This is an optimization exercise on Yosys and OpenROAD, whose aim is small area, not a production implementation.
Function was checked by simulation only, so behaviour that the tests miss may differ from the original.
No activity file was given, so power comes from the tool's default toggle rates.

Setup of run C:
Design register_file, start of the top module:
module register_file #(
  parameter int DATA_W = 32,
  parameter int ADDR_W = 5
) (
  input  logic              clk,
  input  logic              rst,
  input  logic              RegWrite,
  input  logic [ADDR_W-1:0] WriteReg,
  input  logic [DATA_W-1:0] WriteData,
  input  logic [ADDR_W-1:0] ReadReg1,
  input  logic [ADDR_W-1:0] ReadReg2,
  output logic [DATA_W-1:0] ReadData1,
  output logic [DATA_W-1:0] ReadData2,
  output logic [15:0]       WriteCount
);
  localparam int DEPTH = 1 << ADDR_W;
  logic [DEPTH-1:1][DATA_W-1:0] regs;
  logic [DEPTH-1:1][DATA_W-1:0] regs_d;
  logic [DEPTH-1:1]             valid;
  logic [DEPTH-1:1]             wr_en;
  logic [DEPTH-1:1]             wr_en_n;
  logic [DEPTH-1:1]             sel1;
  logic [DEPTH-1:1]             sel2;
  logic [15:0]                  write_count;
  logic                         wr_commit;
  assign wr_commit = RegWrite && (WriteReg != '0);
  always_ff @(posedge clk or posedge rst) begin
    if (rst) begin
      write_count <= '0;
    end else if (wr_commit) begin
      write_count <= write_count + 16'd1;
    end
  end
  assign WriteCount = write_count;
  for (genvar i = 1; i < DEPTH; i++) begin : g_reg
    assign wr_en[i]   = RegWrite && (WriteReg == ADDR_W'(i));
    assign wr_en_n[i] = !wr_en[i];
    always_ff @(posedge clk or posedge rst) begin
      if (rst) begin
        valid[i] <= 1'b0;
      end else if (wr_en[i]) begin
        valid[i] <= 1'b1;
      end
    end
    for (genvar b = 0; b < DATA_W; b++) begin : g_bit
      register_file_hold u_hold (
        .en(wr_en[i]), .en_n(wr_en_n[i]), .wd(WriteData[b]), .q(regs[i][b]), .d(regs_d[i][b])
      );
    end
    always_ff @(posedge clk) begin
      regs[i] <= regs_d[i];
    end
    assign sel1[i] = valid[i] && (ReadReg1 == ADDR_W'(i));
    assign sel2[i] = valid[i] && (ReadReg2 == ADDR_W'(i));
  end
  for (genvar b = 0; b < DATA_W; b++) begin : g_rd
    logic [DEPTH-1:1] col;
    for (genvar i = 1; i < DEPTH; i++) begin : g_col
      assign col[i] = regs[i][b];
    end
    register_file_rdbit u_rd1 (.sel(sel1), .d(col), .q(ReadData1[b]));
    register_file_rdbit u_rd2 (.sel(sel2), .d(col), .q(ReadData2[b]));
  end
endmodule
Size in the first run: ~3200 cells after synthesis, about 130 I/O pins, roughly 39000 µm² of cells after synthesis.
Settings: LEC_CHECK=0, CAP_MARGIN=20, CORE_MARGIN=2, CORE_UTILIZATION=45, PLACE_DENSITY=0.6, SLEW_MARGIN=20, SYNTH_HIERARCHICAL=1, SYNTH_MINIMUM_KEEP_SIZE=0; clock period 8.0 ns.
run.sh (not shown) runs the stock make flow with config.mk's settings and CLKGATE_MAP_FILE= SYNTH_SCRIPT=/design/flow/synth_recipe.tcl, a recipe that flattens the netlist after the stock synthesis.
Changes in run A relative to run C:
Settings: a change of CORE_UTILIZATION from 45 to 50.
==> flow/flow/run.sh (new file) <==
#!/bin/bash
# The standard layout with two changes: the port buffers use the smallest buffer cell, and clock
# tree synthesis clusters the flip-flops under clkbuf_4 buffers without inserting dummy loads.
set -euo pipefail
bash standard.sh \
  "BUFFER_PORTS_ARGS=-buffer_cell sky130_fd_sc_hd__buf_1" \
  "CTS_ARGS=-sink_clustering_enable -repair_clock_nets -dont_use_dummy_load -buf_list sky130_fd_sc_hd__clkbuf_4 -sink_clustering_size 10 -sink_clustering_max_diameter 40" \
  finish > standard_flow.log 2>&1
==> flow/standard.sh (new file) <==
#!/bin/bash
# synth_recipe.tcl (not shown) runs the flow's synth.tcl, then flattens the netlist and writes it again
# the make line also repeats each setting of config.mk as NAME=value (left out here)
make -C /OpenROAD-flow-scripts/flow DESIGN_CONFIG=/design/flow/config.mk WORK_HOME=/design/flow/orfs CLKGATE_MAP_FILE= SYNTH_SCRIPT=/design/flow/synth_recipe.tcl "${@:-finish}"
removed: flow/run.sh
Results
- Run A has completed all stages; timing, DRC and antenna checks passed.
- [compare] base=run C new=run A: number of cells in the finished layout apart from fillers down 4.1%; portion of the layout cell area used by clock cells down 5.4 points.
- Run A ended up with a higher combinational power share than run C did.
- Run A vs run C, count of clock buffers in the final design went down by 7.
- Run A — total stage count of the critical path 1 higher, run C as reference
- Changes observed in run A relative to run C: headroom to the max-slew limit has decreased; minimum hold slack shows no meaningful change.
- Diff run A..run C | number of port buffers | unchanged
- Area added between synthesis and finish: run A < run C

port drivers added, routing unchanged:
How much do the figures lean on ideal ports? The routed layouts below were timed once more, with nothing changed but the port constraints. Step 1 sets driving cells, clkbuf_16 on the clock port and buf_2 on the other inputs (assumed; they add their load-dependent delay and slew). Step 2 moves the port delays by t, midway between the first and last clock arrival at a register: inputs arrive t later, outputs are due t later. That takes back most of the time a late clock gives input paths. Three values: ideal, step 1, step 2; two values: the first two.
run | t (ns) | setup slack, ns | worst setup path at the end | slew at the worst register clock pin (ns) | worst data-port slew with drivers (ns)
run C | 0.746 | 0.658 / 0.624 / 0.624 | input to output | 0.07 / 0.07 | 0.13
run A | 1.139 | 1.613 / 1.533 / 1.533 | input to output | 0.12 / 0.12 | 0.14
After both steps every run listed still meets setup and hold. For run A, which loses most, drivers alone change the setup slack by -0.080 ns; drivers and shift together by -0.080 ns.
